This is an optimization exercise on Yosys and OpenROAD, whose aim is small area, a short achievable clock period and few clock cycles, not a production implementation. RTL that was checked went through simulation tests only; none was proved equivalent to the original.

== run A ==
// triangle_raster_ctrl
module triangle_raster_ctrl #(
  parameter int unsigned COORD_W   = 12,
  parameter bit          INCLUSIVE = 1'b1
) (
  input  logic               clk,
  input  logic               rst,
  input  logic               start,
  input  logic [COORD_W-1:0] p1x,
  input  logic [COORD_W-1:0] p1y,
  input  logic [COORD_W-1:0] p2x,
  input  logic [COORD_W-1:0] p2y,
  input  logic [COORD_W-1:0] p3x,
  input  logic [COORD_W-1:0] p3y,
  output logic               busy,
  output logic               out_valid,
  input  logic               out_ready,
  output logic [COORD_W-1:0] out_x,
  output logic [COORD_W-1:0] out_y,
  output logic               done
);
Size in the first run: ~320 flip-flops, roughly 100 I/O pins, about 0.025 mm2 of cells after synthesis.
Settings: LEC_CHECK=0, CAP_MARGIN=20, CORE_MARGIN=2, CORE_UTILIZATION=60, SLEW_MARGIN=20; clock period 10.0 ns.
standard.sh (not shown) runs the stock make flow with config.mk's settings and CLKGATE_MAP_FILE= SYNTH_SCRIPT=/design/flow/synth_recipe.tcl, a recipe that flattens the netlist after the stock synthesis.
==> flow/flow/run.sh <==
#!/bin/bash
# The standard layout, with timing repair aimed at a 4.5 ns period (the clock stays 10 ns)
set -euo pipefail
bash standard.sh SETUP_SLACK_MARGIN=5.5 finish > standard_flow.log 2>&1
Testbench counts of run A, summed over its fixed seeds: cycles 24,864.
### run A -> run B
Settings: SETUP_SLACK_MARGIN: unset -> 5.
==> flow/run.sh (new file) <==
#!/bin/bash
# synth_recipe.tcl (not shown) runs the flow's synth.tcl, then flattens the netlist and writes it again
# the make line also repeats each setting of config.mk as NAME=value (left out here)
make -C /OpenROAD-flow-scripts/flow DESIGN_CONFIG=/design/flow/config.mk WORK_HOME=/design/flow/orfs CLKGATE_MAP_FILE= SYNTH_SCRIPT=/design/flow/synth_recipe.tcl finish
removed: flow/flow/run.sh
removed: flow/standard.sh
==> run summary <==
Run comparison: run A highest-delay cell along the critical path edfxtp_1; run B highest-delay cell along the critical path a221o_1
Between run A and run B, maximum fanout along the worst path is higher for run A, run B comes in under that.
Summary — area growth from synthesis to final layout, run B relative to run A: lower, by 5.8 points.
Looking at setup slack, run B sits 0.13 ns below run A.

* * *

== the baseline ==
triangle_raster_ctrl, a different RTL version from the one above (not shown whole).
Size: roughly 2800 cells after synthesis, about 310 flip-flops, ~100 I/O pins.
clock: 10.0 ns
lec_check: 0
cap_margin: 20
core_margin: 2
core_utilization: 50
slew_margin: 20
==> flow/flow/run.sh <==
#!/bin/bash
# The standard layout (standard synthesis, floorplan, placement, CTS, routing), with the
# timing repair aimed at a 4 ns period; the clock and constraints stay the design's 10 ns.
set -euo pipefail
bash standard.sh SETUP_SLACK_MARGIN=6 finish > standard_flow.log 2>&1
Testbench counts of the baseline, summed over its fixed seeds: cycles 24,451.
The inputs of the candidate differ from those of the baseline as listed below.
- CORE_UTILIZATION now 60, was 50
==> run summary <==
Max freq the baseline -> the candidate: degraded
Run comparison: the candidate end of the critical path r_q[76]$_DFFE_PP_; the baseline end of the critical path r_q[54]$_DFFE_PP_
Compared with the baseline, via count in the candidate increased by a few percent.
Changes observed in the candidate relative to the baseline: non-clock inverter total of the final layout rose by 1, worst hold slack across all endpoints rose by 61 ps, setup slack fell by 180 ps, die area fell by about 16%, depth of the most critical reg-to-reg path fell by 1.
Higher final critical delay including setup and external delays was reported by the candidate, not the baseline.

* * *

## job 101
The RTL this note starts from:
==> flow/design.v <==
module triangle_raster_ctrl #(
  parameter int unsigned COORD_W   = 12,
  parameter bit          INCLUSIVE = 1'b1
) (
  input  logic               clk,
  input  logic               rst,
  input  logic               start,
  input  logic [COORD_W-1:0] p1x,
  input  logic [COORD_W-1:0] p1y,
  input  logic [COORD_W-1:0] p2x,
  input  logic [COORD_W-1:0] p2y,
  input  logic [COORD_W-1:0] p3x,
  input  logic [COORD_W-1:0] p3y,
  output logic               busy,
  output logic               out_valid,
  input  logic               out_ready,
  output logic [COORD_W-1:0] out_x,
  output logic [COORD_W-1:0] out_y,
  output logic               done
);
  localparam int DW = 13;   
  localparam int EW = 26;   
  typedef logic [11:0]   coord_t;
  typedef logic [DW-1:0] diff_t;
  typedef logic [EW-1:0] edge_t;
  typedef enum logic [2:0] {
    StIdle,
    StSetup,
    StMul0,
    StMul,
    StFin,
    StSearch,
    StEmit,
    StNext
  } state_t;
  state_t       st_q;
  logic         done_q;
  diff_t  [2:0] dx_q, dy_q;
  edge_t  [2:0] e_q, r_q;
  coord_t       x_q, y_q, xs_q, ymax_q;
  logic   [3:0] cnt_q;
  logic   [1:0] tv_q;
  logic         flat_q;
  logic   [2:0] flt_q;
  logic         left_q;    
  logic         first_q;   
  function automatic edge_t sx(input diff_t d);
    sx = {{(EW-DW){d[DW-1]}}, d};
  endfunction
  function automatic edge_t padd(input edge_t a, input edge_t b, input logic ci,
                                 input logic split);
    edge_t g, p, gg, pp, gn, pn;
    g = a & b;
    p = a ^ b;
    gg = g;
    gg[0] = g[0] | (p[0] & ci);
    gg[DW-1] = gg[DW-1] | split;
    pp = p;
    for (int d = 1; d < EW; d = d * 2) begin
      gn = gg;
      pn = pp;
      for (int i = d; i < EW; i++) begin
        gn[i] = gg[i] | (pp[i] & gg[i-d]);
        pn[i] = pp[i] & pp[i-d];
      end
      gg = gn;
      pp = pn;
    end
    padd = p ^ {gg[EW-2:0], ci};
  endfunction
  logic [2:0] inc, dec;
  always_comb begin
    for (int k = 0; k < 3; k++) begin
      dec[k] = dy_q[k][DW-1];
      inc[k] = ~dec[k] & ~flt_q[k];
    end
  end
  function automatic logic [3:0] classify(input logic [2:0] neg, input logic [2:0] inc_i,
                                          input logic [2:0] dec_i, input logic [2:0] flt_i);
    logic ln, rn, zn;
    ln = |(neg & inc_i);
    rn = |(neg & dec_i);
    zn = |(neg & flt_i);
    classify = {~|neg, ln & ~rn & ~zn, rn & ~ln & ~zn, zn | (ln & rn)};
  endfunction
  edge_t [2:0] add_a, add_b, sum;
  logic  [2:0] cin;
  logic        split;
  logic [2:0]  cur_neg, nb_neg;
  logic [3:0]  cur_cls, nb_cls;
  logic        c_c, c_l, c_r, c_e, n_c, n_l, n_r;
  assign cur_neg = {e_q[2][EW-1], e_q[1][EW-1], e_q[0][EW-1]};
  assign cur_cls = classify(cur_neg, inc, dec, flt_q);
  assign {c_c, c_l, c_r, c_e} = cur_cls;
  logic bit0, bit1;
  assign bit0 = dx_q[0][cnt_q];
  assign bit1 = dx_q[1][cnt_q];
  always_comb begin
    split = 1'b0;
    for (int k = 0; k < 3; k++) begin
      add_a[k] = e_q[k];
      add_b[k] = sx(dy_q[k]);
      cin[k]   = 1'b0;
    end
    case (st_q)
      StSetup: begin
        split = 1'b1;
        for (int k = 0; k < 3; k++) begin
          add_b[k] = ~e_q[(k+1)%3];
          cin[k]   = 1'b1;
        end
      end
      StMul0: begin
        add_a[0] = '0;
        add_a[1] = '0;
        add_b[0] = dx_q[0][DW-1] ? ~sx(dy_q[1]) : '0;
        add_b[1] = dx_q[1][DW-1] ? sx(dy_q[0]) : '0;
        cin[0]   = dx_q[0][DW-1];
      end
      StMul: begin
        add_a[0] = {e_q[0][EW-2:0], 1'b0};
        add_a[1] = {e_q[1][EW-2:0], 1'b0};
        add_b[0] = bit0 ? sx(dy_q[1]) : '0;
        add_b[1] = bit1 ? ~sx(dy_q[0]) : '1;
        cin[1]   = 1'b1;
      end
      StFin: begin
        add_b[1] = e_q[0];
      end
      StSearch: begin
        for (int k = 0; k < 3; k++) begin
          add_b[k] = left_q ? ~sx(dy_q[k]) : sx(dy_q[k]);
          cin[k]   = left_q;
        end
      end
      StNext: begin
        for (int k = 0; k < 3; k++) begin
          add_a[k] = r_q[k];
          add_b[k] = ~sx(dx_q[k]);
          cin[k]   = 1'b1;
        end
      end
      default: ;
    endcase
  end
  always_comb begin
    for (int k = 0; k < 3; k++) sum[k] = padd(add_a[k], add_b[k], cin[k], split);
  end
  assign nb_neg = {sum[2][EW-1], sum[1][EW-1], sum[0][EW-1]};
  assign nb_cls = classify(nb_neg, inc, dec, flt_q);
  assign n_c    = nb_cls[3];
  assign n_l    = nb_cls[2];
  assign n_r    = nb_cls[1];
  logic   ax, bx, cx, ay, by, cy;
  logic   flat;
  coord_t vx0, vx1, vx2, vy0, vy1, vy2;
  coord_t xmin_s, xmax_s, ymin_s, ymax_s, xtop_s;
  logic [1:0] top_s;
  assign vx0 = e_q[0][EW-2 -: 12];
  assign vx1 = e_q[1][EW-2 -: 12];
  assign vx2 = e_q[2][EW-2 -: 12];
  assign vy0 = e_q[0][11:0];
  assign vy1 = e_q[1][11:0];
  assign vy2 = e_q[2][11:0];
  assign ax  = sum[0][EW-1];
  assign bx  = sum[1][EW-1];
  assign cx  = sum[2][EW-1];
  assign ay  = sum[0][DW-1];
  assign by  = sum[1][DW-1];
  assign cy  = sum[2][DW-1];
  assign flat = ~ay & ~by & ~cy;
  always_comb begin
    xmin_s = vx0;
    if (bx & ~ax) xmin_s = vx1;
    else if (cx & ~bx) xmin_s = vx2;
    xmax_s = vx0;
    if (ax & ~bx) xmax_s = vx1;
    else if (bx & ~cx) xmax_s = vx2;
    ymin_s = vy0;
    top_s  = 2'd0;
    xtop_s = vx0;
    if (by & ~ay) begin
      ymin_s = vy1;
      top_s  = 2'd1;
      xtop_s = vx1;
    end else if (cy & ~by) begin
      ymin_s = vy2;
      top_s  = 2'd2;
      xtop_s = vx2;
    end
    ymax_s = vy0;
    if (ay & ~by) ymax_s = vy1;
    else if (by & ~cy) ymax_s = vy2;
  end
  logic [3:0] nstart;
  always_comb begin
    nstart = 4'd0;
    for (int i = 0; i < DW - 1; i++) begin
      if ((dx_q[0][i] != dx_q[0][DW-1]) || (dx_q[1][i] != dx_q[1][DW-1])) nstart = i[3:0] + 4'd1;
    end
  end
  logic x_end, last_row;
  assign x_end    = flat_q && (x_q == dx_q[0][11:0]);
  assign last_row = (y_q == ymax_q);
  always_ff @(posedge clk) begin
    if (rst) begin
      st_q   <= StIdle;
      done_q <= 1'b0;
    end else begin
      done_q <= 1'b0;
      case (st_q)
        StIdle:  if (start && !done_q) st_q <= StSetup;
        StSetup: st_q <= StMul0;
        StMul0:  st_q <= (nstart == 4'd0) ? StFin : StMul;
        StMul:   if (cnt_q == 4'd0) st_q <= StFin;
        StFin: begin
          if (sum[1][EW-1] && !flat_q) begin
            st_q   <= StIdle;
            done_q <= 1'b1;
          end else begin
            st_q <= StSearch;
          end
        end
        StSearch: begin
          if (c_c ? !n_c : (c_l && n_c)) begin
            st_q <= StEmit;
          end else if (c_e || !(n_c || (c_l ? n_l : n_r))) begin
            if (last_row) begin
              st_q   <= StIdle;
              done_q <= 1'b1;
            end else st_q <= StNext;
          end
        end
        StEmit: begin
          if (out_ready && !(n_c && !x_end)) begin
            if (last_row) begin
              st_q   <= StIdle;
              done_q <= 1'b1;
            end else begin
              st_q <= StNext;
            end
          end
        end
        StNext:  st_q <= StSearch;
        default: st_q <= StIdle;
      endcase
    end
  end
  always_ff @(posedge clk) begin
    first_q <= 1'b0;
    left_q  <= ~n_l;
    case (st_q)
      StIdle: begin
        e_q[0] <= {1'b0, p1x, 1'b0, p1y};
        e_q[1] <= {1'b0, p2x, 1'b0, p2y};
        e_q[2] <= {1'b0, p3x, 1'b0, p3y};
      end
      StSetup: begin
        for (int k = 0; k < 3; k++) begin
          dx_q[k] <= sum[k][EW-1:DW];
          dy_q[k] <= sum[k][DW-1:0];
        end
        if (flat) begin
          dx_q[0] <= {1'b0, xmax_s};
          dy_q[0] <= 13'd1;
        end
        x_q    <= flat ? xmin_s : xtop_s;
        y_q    <= ymin_s;
        ymax_q <= ymax_s;
        tv_q   <= top_s;
        flat_q <= flat;
      end
      StMul0: begin
        e_q[0] <= sum[0];
        e_q[1] <= sum[1];
        cnt_q  <= nstart - 4'd1;
        for (int k = 0; k < 3; k++) flt_q[k] <= (dy_q[k] == '0);
      end
      StMul: begin
        e_q[0] <= sum[0];
        e_q[1] <= sum[1];
        cnt_q  <= cnt_q - 4'd1;
      end
      StFin: begin
        e_q[0] <= (tv_q == 2'd2 && !flat_q) ? sum[1] : '0;
        e_q[1] <= (tv_q == 2'd0 && !flat_q) ? sum[1] : '0;
        e_q[2] <= (tv_q == 2'd1 && !flat_q) ? sum[1] : '0;
        left_q <= 1'b1;
      end
      StSearch: begin
        if (c_c ? n_c : 1'b1) begin
          e_q <= sum;
          x_q <= left_q ? x_q - 12'd1 : x_q + 12'd1;
        end
        first_q <= c_c ? !n_c : (c_l && n_c);
      end
      StEmit: begin
        if (first_q) begin
          r_q  <= e_q;
          xs_q <= x_q;
        end
        if (out_ready) begin
          e_q <= sum;
          x_q <= x_q + 12'd1;
        end
      end
      StNext: begin
        e_q <= sum;
        r_q <= sum;
        x_q <= xs_q;
        y_q <= y_q + 12'd1;
      end
      default: ;
    endcase
  end
  assign busy      = (st_q != StIdle) || done_q;
  assign out_valid = (st_q == StEmit);
  assign done      = done_q;
  assign out_x     = x_q;
  assign out_y     = y_q;
endmodule
clock: 10.0 ns
lec_check: 0
cap_margin: 20
core_margin: 2
core_utilization: 40
slew_margin: 20
run.sh (not shown) runs the stock make flow with config.mk's settings and CLKGATE_MAP_FILE= SYNTH_SCRIPT=/design/flow/synth_recipe.tcl, a recipe that flattens the netlist after the stock synthesis.
Stock flow here: none of the scripts above is used.
#### Input delta (job 102 over job 101)
Settings: SETUP_SLACK_MARGIN: unset -> 5.
==> comparison <==
Compared with job 101, job 102 shows a higher cell area.
The synthesized cell count of job 102 and that of job 101 are within noise of each other.
Diff job 101 -> job 102: number of antenna-violating nets in the routed design flat, buffering stage count on the worst path with inverters included now sits higher, number of gates resized after CTS now sits higher.
Job 102 vs job 101 — worst setup margin rose 2.22 ns.
Compared to job 101, job 102 leaves less free space in the core.
Run comparison: job 101 critical path startpoint st_q[0]$_SDFFE_PP0P_; job 102 critical path startpoint dx_q[14]$_DFFE_PN_
Job 102 drops more vias than job 101.
Row final critical path time including I/O delays and setup: job 102 lower / job 101 higher
No run of this note included a check of the RTL's function; only the layout flow was run.

==> re-timing with driven ports <==
How much do the figures lean on ideal ports? The routed layouts below were timed once more, with nothing changed but the port constraints.
Step 1 assumes that a clkbuf_16 drives the clock port and a buf_2 every other input.
Step 2 also shifts input and output timing later by t, the mid clock arrival at the registers, as if the neighbouring blocks saw the same clock.
Slacks: ideal ports / drivers / drivers and shift; pairs: ideal ports / drivers.
| run | t (ns) | slack for setup (ns) | worst setup path after step 2 | worst slew at a driven data input, ns | pins driven straight from the clock port |
|---|---|---|---|---|---|
| run A | 0.639 | 5.130 / 5.130 / 5.130 | register to register | 0.07 | 1 |
| run B | 0.631 | 4.996 / 4.996 / 4.996 | register to register | 0.07 | 1 |
| the baseline | 0.633 | 5.721 / 5.721 / 5.329 | input to register | 0.05 | 1 |
| the candidate | 0.627 | 5.542 / 5.542 / 5.327 | input to register | 0.05 | 1 |
| job 101 | 0.630 | 2.300 / 2.300 / 2.300 | register to register | 0.05 | 1 |
| job 102 | 0.645 | 4.518 / 4.518 / 4.518 | register to register | 0.06 | 1 |
After both steps every run listed still meets setup and hold. For the baseline, which loses most, drivers alone change the setup slack by 0.000 ns; drivers and shift together by -0.392 ns.
